This is an optimization exercise on Yosys and OpenROAD, whose aim is small area, not a production implementation.
Only simulation tests tie the RTL to the original design; equivalence was not proved.
No activity file was given, so power comes from the tool's default toggle rates.

--- design/flow/config.mk ---
export PLATFORM = sky130hd
export DESIGN_NAME = piezo_phase_monitor
export DESIGN_NICKNAME = piezo_phase_monitor
export VERILOG_FILES = /design/flow/design.v
export SDC_FILE = /design/flow/constraint.sdc
export NUM_CORES = 4
export LEC_CHECK = 0
export CAP_MARGIN = 20
export CORE_MARGIN = 2
export CORE_UTILIZATION = 35
export SLEW_MARGIN = 20
--- design/flow/constraint.sdc ---
create_clock -name core_clock -period 10.0 [get_ports {clk}]
set_input_delay 2.0000 -clock core_clock [delete_from_list [all_inputs] [get_ports {clk}]]
set_output_delay 2.0000 -clock core_clock [all_outputs]
set_load 0.01 [all_outputs]
--- design/flow/design.v ---
package piezo_mon_pkg;
    localparam logic [6:0] ADDR_PERIOD = 7'h60;
    localparam logic [6:0] ADDR_STATUS = 7'h61;
    localparam logic [6:0] ADDR_CTRL   = 7'h62;
    localparam int RD_VALID_BIT = 31;
    localparam int ST_FRAME_LSB = 16;
    localparam int ST_STATE_LSB = 1;
    localparam int ST_LOST_BIT  = 0;
    localparam int CTRL_EN_BIT  = 0;
    localparam int CTRL_CLR_BIT = 1;
    typedef enum logic [1:0] {
        IDLE     = 2'd0,
        WAIT_REF = 2'd1,
        MEASURE  = 2'd2
    } mon_state_t;
endpackage
module piezo_mon_channel #(
    parameter int CNT_W = 16
) (
    input  logic             clk,
    input  logic             reset,
    input  logic             piezo_in,
    input  logic [CNT_W-1:0] cnt,
    input  logic             ref_rise,
    input  logic             armed,
    input  logic             clear,
    input  logic             publish,
    output logic [CNT_W-1:0] phase_pub,
    output logic             valid_pub
);
    logic [2:0]       sync_q, sync_d;
    logic             rise_q, rise_d;
    logic             seen_q, seen_d;
    logic             valid_q, valid_d;
    logic [CNT_W-1:0] cap_q, cap_d;
    logic [CNT_W-1:0] phase_q, phase_d;
    always_comb begin
        sync_d  = {sync_q[1:0], piezo_in};
        rise_d  = sync_q[1] & ~sync_q[2];
        seen_d  = seen_q;
        cap_d   = cap_q;
        phase_d = phase_q;
        valid_d = valid_q;
        if (publish) begin
            phase_d = cap_q;
            valid_d = seen_q;
        end
        if (clear) begin
            seen_d = 1'b0;
        end else if (ref_rise) begin
            seen_d = rise_q;
            if (rise_q) cap_d = '0;
        end else if (armed && rise_q && !seen_q) begin
            seen_d = 1'b1;
            cap_d  = cnt;
        end
    end
    always_ff @(posedge clk or posedge reset) begin
        if (reset) begin
            sync_q  <= '0;
            rise_q  <= 1'b0;
            seen_q  <= 1'b0;
            valid_q <= 1'b0;
            cap_q   <= '0;
            phase_q <= '0;
        end else begin
            sync_q  <= sync_d;
            rise_q  <= rise_d;
            seen_q  <= seen_d;
            valid_q <= valid_d;
            cap_q   <= cap_d;
            phase_q <= phase_d;
        end
    end
    assign phase_pub = phase_q;
    assign valid_pub = valid_q;
endmodule
module piezo_phase_monitor #(
    parameter int NUM_CH = 89,
    parameter int CNT_W  = 16
) (
    input  logic              clk,
    input  logic              reset,
    input  logic [NUM_CH-1:0] piezo_in,
    input  logic              ref_in,
    input  logic [6:0]        avs_address,
    input  logic              avs_read,
    output logic [31:0]       avs_readdata,
    input  logic              avs_write,
    input  logic [31:0]       avs_writedata,
    output logic              frame_done
);
    localparam logic [CNT_W-1:0] CNT_MAX = '1;
    piezo_mon_pkg::mon_state_t       state_q, state_d;
    logic [2:0]       ref_sync_q, ref_sync_d;
    logic             ref_rise_q, ref_rise_d;
    logic [CNT_W-1:0] cnt_q, cnt_d;
    logic             hold_q, hold_d;
    logic             enable_q, enable_d;
    logic             ref_lost_q, ref_lost_d;
    logic [15:0]      frame_cnt_q, frame_cnt_d;
    logic [CNT_W-1:0] period_q, period_d;
    logic             frame_done_q, frame_done_d;
    logic [31:0]      rdata_q, rdata_d;
    logic             armed, stopped, sat, clear, publish, ctrl_wr;
    logic [CNT_W-1:0] win_cnt;
    logic [CNT_W-1:0] phase_pub [NUM_CH];
    logic [NUM_CH-1:0] valid_pub;
    logic             wdata_unused;
    assign wdata_unused = ^avs_writedata[31:2];
    always_comb begin
        state_d = state_q;
        if (!enable_q) begin
            state_d = piezo_mon_pkg::IDLE;
        end else begin
            case (state_q)
                piezo_mon_pkg::IDLE:     state_d = piezo_mon_pkg::WAIT_REF;
                piezo_mon_pkg::WAIT_REF: if (ref_rise_q) state_d = piezo_mon_pkg::MEASURE;
                piezo_mon_pkg::MEASURE:  if (sat) state_d = piezo_mon_pkg::WAIT_REF;
                default:  state_d = piezo_mon_pkg::IDLE;
            endcase
        end
    end
    always_comb begin
        armed   = (state_q == piezo_mon_pkg::MEASURE);
        stopped = !enable_q || (state_q == piezo_mon_pkg::IDLE);
        sat     = armed && !ref_rise_q && (cnt_q == CNT_MAX);
        clear   = stopped || sat;
        publish = armed && enable_q && ref_rise_q;
        win_cnt = ref_rise_q ? '0 : cnt_q + CNT_W'(1);
    end
    always_comb begin
        ref_sync_d   = {ref_sync_q[1:0], ref_in};
        ref_rise_d   = ref_sync_q[1] & ~ref_sync_q[2];
        cnt_d        = cnt_q + CNT_W'(1);
        hold_d       = hold_q;
        if (stopped || ref_rise_q) begin
            cnt_d  = '0;
            hold_d = 1'b0;
        end else if (sat) begin
            cnt_d  = '0;
            hold_d = 1'b1;
        end else if (hold_q) begin
            cnt_d  = '0;
        end
        ctrl_wr      = avs_write && (avs_address == piezo_mon_pkg::ADDR_CTRL);
        enable_d     = ctrl_wr ? avs_writedata[piezo_mon_pkg::CTRL_EN_BIT] : enable_q;
        ref_lost_d   = ref_lost_q | sat;
        frame_cnt_d  = frame_cnt_q + 16'(publish);
        if (ctrl_wr && avs_writedata[piezo_mon_pkg::CTRL_CLR_BIT]) begin
            ref_lost_d  = 1'b0;
            frame_cnt_d = '0;
        end
        period_d     = publish ? cnt_q + CNT_W'(1) : period_q;
        frame_done_d = publish;
    end
    always_comb begin
        rdata_d = rdata_q;
        if (avs_read) begin
            rdata_d = '0;
            if (avs_address < 7'(NUM_CH)) begin
                rdata_d[piezo_mon_pkg::RD_VALID_BIT] = valid_pub[avs_address];
                rdata_d[CNT_W-1:0]    = phase_pub[avs_address];
            end else if (avs_address == piezo_mon_pkg::ADDR_PERIOD) begin
                rdata_d[CNT_W-1:0] = period_q;
            end else if (avs_address == piezo_mon_pkg::ADDR_STATUS) begin
                rdata_d[piezo_mon_pkg::ST_FRAME_LSB +: 16] = frame_cnt_q;
                rdata_d[piezo_mon_pkg::ST_STATE_LSB +: 2]  = state_q;
                rdata_d[piezo_mon_pkg::ST_LOST_BIT]        = ref_lost_q;
            end else if (avs_address == piezo_mon_pkg::ADDR_CTRL) begin
                rdata_d[piezo_mon_pkg::CTRL_EN_BIT] = enable_q;
            end
        end
    end
    always_ff @(posedge clk or posedge reset) begin
        if (reset) begin
            state_q      <= piezo_mon_pkg::IDLE;
            ref_sync_q   <= '0;
            ref_rise_q   <= 1'b0;
            cnt_q        <= '0;
            hold_q       <= 1'b0;
            enable_q     <= 1'b0;
            ref_lost_q   <= 1'b0;
            frame_cnt_q  <= '0;
            period_q     <= '0;
            frame_done_q <= 1'b0;
            rdata_q      <= '0;
        end else begin
            state_q      <= state_d;
            ref_sync_q   <= ref_sync_d;
            ref_rise_q   <= ref_rise_d;
            cnt_q        <= cnt_d;
            hold_q       <= hold_d;
            enable_q     <= enable_d;
            ref_lost_q   <= ref_lost_d;
            frame_cnt_q  <= frame_cnt_d;
            period_q     <= period_d;
            frame_done_q <= frame_done_d;
            rdata_q      <= rdata_d;
        end
    end
    for (genvar i = 0; i < NUM_CH; i++) begin : g_ch
        piezo_mon_channel #(.CNT_W(CNT_W)) u_ch (
            .clk       (clk),
            .reset     (reset),
            .piezo_in  (piezo_in[i]),
            .cnt       (win_cnt),
            .ref_rise  (ref_rise_q),
            .armed     (armed),
            .clear     (clear),
            .publish   (publish),
            .phase_pub (phase_pub[i]),
            .valid_pub (valid_pub[i])
        );
    end
    assign avs_readdata = rdata_q;
    assign frame_done   = frame_done_q;
endmodule
--- design/flow/run.sh ---
#!/bin/bash
# synth_recipe.tcl (not shown) runs the flow's synth.tcl, then flattens the netlist and writes it again
# the make line also repeats each setting of config.mk as NAME=value (left out here)
make -C /OpenROAD-flow-scripts/flow DESIGN_CONFIG=/design/flow/config.mk WORK_HOME=/design/flow/orfs CLKGATE_MAP_FILE= SYNTH_SCRIPT=/design/flow/synth_recipe.tcl finish
==> metrics.md <==
| Metric | Value |
|---|---|
| Run status | finished clean |
| Final Hold Viols | 0 |
| Footprint of the multi-input gates | 0.0477 mm2 |
| P_sw | around 6.8 mW |
| Worst Setup Slack, final | 3.72 ns |
| Site Rows | 229 |
| Worst vdd ir | 0.175 mV |
| Launch point of the worst reg-to-reg path | state_q[1]$_DFFE_PP0P_ |
| Worst Hold Endpoint | g_ch[46].u_ch.sync_q[1]$_DFF_PP0_ |
| Starting Density | 0.352 |
| Post-Synthesis Cells | 12,274 |
| Final Setup Violations | 0 |
| Largest net degree at the start of global routing | 185 |
| Clock-pin slew on the worst setup and hold paths | approximately 0.06 ns |
| Fillers | 37,289 |
| Max Cap Viol | 0 |
| Pwr/cell area | 187 mW/mm2 |
| Synth warn | 3 |
| Postcts setup bufs | 0 |
| Number of port buffers | ~140 |
| Final period utilization | 0.628 |
| Grt met2 use | 0.397 |
| Critical path required time | 10.87 ns |
| Hold bufs inserted after CTS | 0 |
| Area of the die | 0.396 mm2 |
| Sw Share | 0.229 |
| Area delta synth->final | 16.2% |
| RSZ-0062 raised after global routing | false |
| Clk buf depth | 4 |
| H-tree levels | 5 |
| Initial antenna violation count | 59 |
| Die Span Y | 629 um |
| Most frequent cells in the layout | nand2_1, dfrtp_1, mux2_2, a22oi_1, clkbuf_16 |
| First-pass GRT wire length | approximately 770,000 um |
| HP Class | reg -> reg |
| CTS tree | yes |
| Post-DRT Antenna Nets | 0 |
| Clock sinks | 3,472 |
| Vias in the first global route | 95,284 |
| Pleak | between 80 and 90 nW |
| Final setup TNS | 0 ns |
| Clock Power Share | 0.496 |
| CTS buffer count | 379 |
| Tmin final | 6.28 ns |
| Root Buffer | clkbuf_16 |
| Register bit total from synthesis | about 3,500 |
| Drc violations | 0 |
| GRT overflow | 0 |
| Resize count post-CTS | 0 |
| Reg area | 0.0869 mm2 |
| Setup Crit Path Kind | in -> reg |
| Most common cell after layout, fill and taps aside | nand2_1 |
| Slew margin rel. | 0.157 |
| Met1 Use GR | 0.359 |
| Total power | approximately 30 mW |
| Average size of a mapped cell | between 10 and 15 um2 |
| Nets | 12,518 |
| Routability Congestion | a little over 1 |
| Worst Reg-to-Reg Cells | 8 |
| Dpl hpwl | 348,000 um |
| Ports | 166 |
| CP Launch Type | input pin |
| Number of synthesized flops with an enable pin | 0 |
| Routed len/inst | 31.1 um |
| Sequential cell area fraction in the yosys report | 0.635 |
| Post-synth cell types | 84 |
| Grt met3 use | 0.0791 |
| R2R setup slack | ~5.3 ns |
| Reg power frac | 0.479 |
| Crit end category | flip-flop |
| Tot GR Track Use | 0.276 |
| Worst Min Path Start | g_ch[46].u_ch.sync_q[0]$_DFF_PP0_ |
| FFs w/ async S/R, synth | 1.00 |
| Core area | 0.389 mm2 |
| Clock Skews | 0.0751 ns |
| Reg2reg end | g_ch[23].u_ch.valid_q$_DFFE_PP0N_ |
| Most used routing layer | met2 |
| Post-Place Worst Slack | 3.21 ns |
| DRT Pass-1 Iters | 7 |
| Drt first-iter violations | 15,221 |
| Share of cells above drive strength 1 | 0.212 |
| Hold depth | 0 |
| Vias | between 100k and 150k |
| Top achievable clock speed | 159 MHz |
| Drt total wl | 557,000 um |
| Fin. max-slew vios | 0 |
| Int Power | 22.9 mW |
| Synth Net Count | 12,410 |
| Crit path max fanout | 27 |
| Comb pwr share | 0.026 |
| CP Data Arrival Time | 7.15 ns |
| Worst-Margin Slew | 1.25 ns |
| Via density | 5.64 |
| Dominant synthesized flop cell | dfrtp_1 |
| Die X-Extent | roughly 630 um |
| Later-pin clock latency in the skew report | 1.03 ns |
| Post-synthesis cell area | 0.137 mm2 |
metrics by stage:
step / instances / instance area (um2) / util / hold WS [ns]
finish: 17918 / 159000 / 0.409 / 0.334
global placement: 17176 / 146000 / 0.374 / 0.333
detailed placement: 17186 / 146000 / 0.375 / 0.335
floorplan: 12274 / 137000 / - / 0.331
CTS: 17876 / 159000 / 0.408 / 0.330
global route: 17893 / 159000 / 0.408 / 0.323
registers in the layout, summed over array words and instances, names as in the netlist:
name / flops
cnt_q: 16
enable_q: 1
frame_cnt_q: 16
frame_done_q: 1
g_ch.u_ch.cap_q: 1424
g_ch.u_ch.phase_q: 1424
g_ch.u_ch.rise_q: 89
g_ch.u_ch.seen_q: 89
g_ch.u_ch.sync_q: 267
g_ch.u_ch.valid_q: 89
hold_q: 1
period_q: 16
rdata_q: 32
ref_lost_q: 1
ref_rise_q: 1
ref_sync_q: 3
state_q: 2
worst max-delay path, stage by stage:
cell and delay [ns]:
buf_2 0.35, buf_4 0.54, or3_2 0.78, buf_4 0.52, nor2_1 0.10, buf_4 0.29
a22oi_1 0.36, nand4_1 0.37, nor4_1 1.00, and3_1 0.59, a21oi_1 0.12
power groups by stage:
| stage | combinational [mW] | clock [mW] | sequential, mW |
|---|---|---|---|
| after floorplan | 0.365 | 0 | 14.6 |
| after global placement | 0.755 | 0 | 14.5 |
| after detailed placement | 0.755 | 0 | 14.5 |
| after CTS | 0.757 | 14.8 | 14.2 |
| after global routing | 0.805 | 15.4 | 14.2 |
| final | 0.757 | 14.7 | 14.2 |
how the worst max path moves through the flow:
stage	startpoint	end	slack (ns)	cells after the start
floorplan	reset	cnt_q[0]$_DFF_PP0_	-40.35	1
global placement	avs_address[6]	rdata_q[0]$_DFFE_PP0P_	3.23	11
detailed placement	avs_address[6]	rdata_q[0]$_DFFE_PP0P_	3.21	11
CTS	avs_address[6]	rdata_q[0]$_DFFE_PP0P_	4.23	11
global route	avs_address[0]	rdata_q[11]$_DFFE_PP0P_	4.12	11
finish	avs_address[6]	rdata_q[0]$_DFFE_PP0P_	3.72	11
cell usage after synthesis (27+ instances only):
master | count | area share
nand2_1 | 4634 | 0.13
dfrtp_1 | 3472 | 0.63
mux2_2 | 1433 | 0.12
clkbuf_1 | 552 | 0.015
a22oi_1 | 471 | 0.026
nor2_1 | 344 | 0.0094
buf_2 | 184 | 0.0067
o21ai_0 | 121 | 0.0044
nor2b_1 | 103 | 0.0047
a21o_1 | 89 | 0.0049
a22o_1 | 84 | 0.0054
nand3_1 | 62 | 0.0023
o22ai_1 | 55 | 0.0025
a21oi_1 | 54 | 0.0020
nand4_1 | 53 | 0.0024
a221oi_1 | 47 | 0.0030
buf_1 | 41 | 0.0011
a222oi_1 | 38 | 0.0028
and3_1 | 38 | 0.0017
nor4_1 | 38 | 0.0017
nor3_1 | 37 | 0.0014
mux4_2 | 27 | 0.0044
area by class of cell:
class / count / area share
antenna: 30 / 0.000472
timing repair buffer: 520 / 0.0301
multi-input combinational: 8000 / 0.300
clock inverter: 138 / 0.0111
sequential: 3472 / 0.546
tap: 5197 / 0.0409
inverter: 9 / 0.000283
clock buffer: 552 / 0.0709
per-layer routing:
metal	wire length, um	vias to the layer above	share of wire
met5	149	-	0.00027
met4	45900	24	0.082
met3	65300	1531	0.12
met2	235000	6035	0.42
met1	211000	52322	0.38
li1	-	41108	-
cells by family after synthesis:
family / Yosys count / synth area share
buffers and inverters: 802 / 0.0242
AND/OR/NAND/NOR: 5410 / 0.157
adder cells (fa/ha/maj): 3 / 0.000274
AO/OA/AOI/OAI: 1081 / 0.0581
XOR/XNOR: 30 / 0.00192
multiplexers: 1476 / 0.124
flip-flops: 3472 / 0.635

afterwards: timing with drivers on the ports:
Ports are ideal in the flow. The routed layout listed here was re-timed in OpenROAD. Step 1 (the two cells are an assumption about what drives the block):
set clk [get_ports {clk}]
set_driving_cell -lib_cell sky130_fd_sc_hd__clkbuf_16 $clk
set_driving_cell -lib_cell sky130_fd_sc_hd__buf_2 [delete_from_list [all_inputs] $clk]
Step 2 times the ports against the registers' clock, not the clock port: input delays grow and output delays shrink by t, the midpoint of the rising clock arrivals with the driver on. Three values: no drivers, after step 1, after step 2; two values: the first two.
t (ns): 1.086
slack for setup (ns): 3.718 / 3.787 / 2.702
worst register clock-pin slew, ns: 0.07 / 0.07
pins driven straight from the clock port: 1
After both steps setup and hold are still met in this run. For this run, drivers alone change the setup slack by +0.069 ns; drivers and shift together by -1.016 ns.
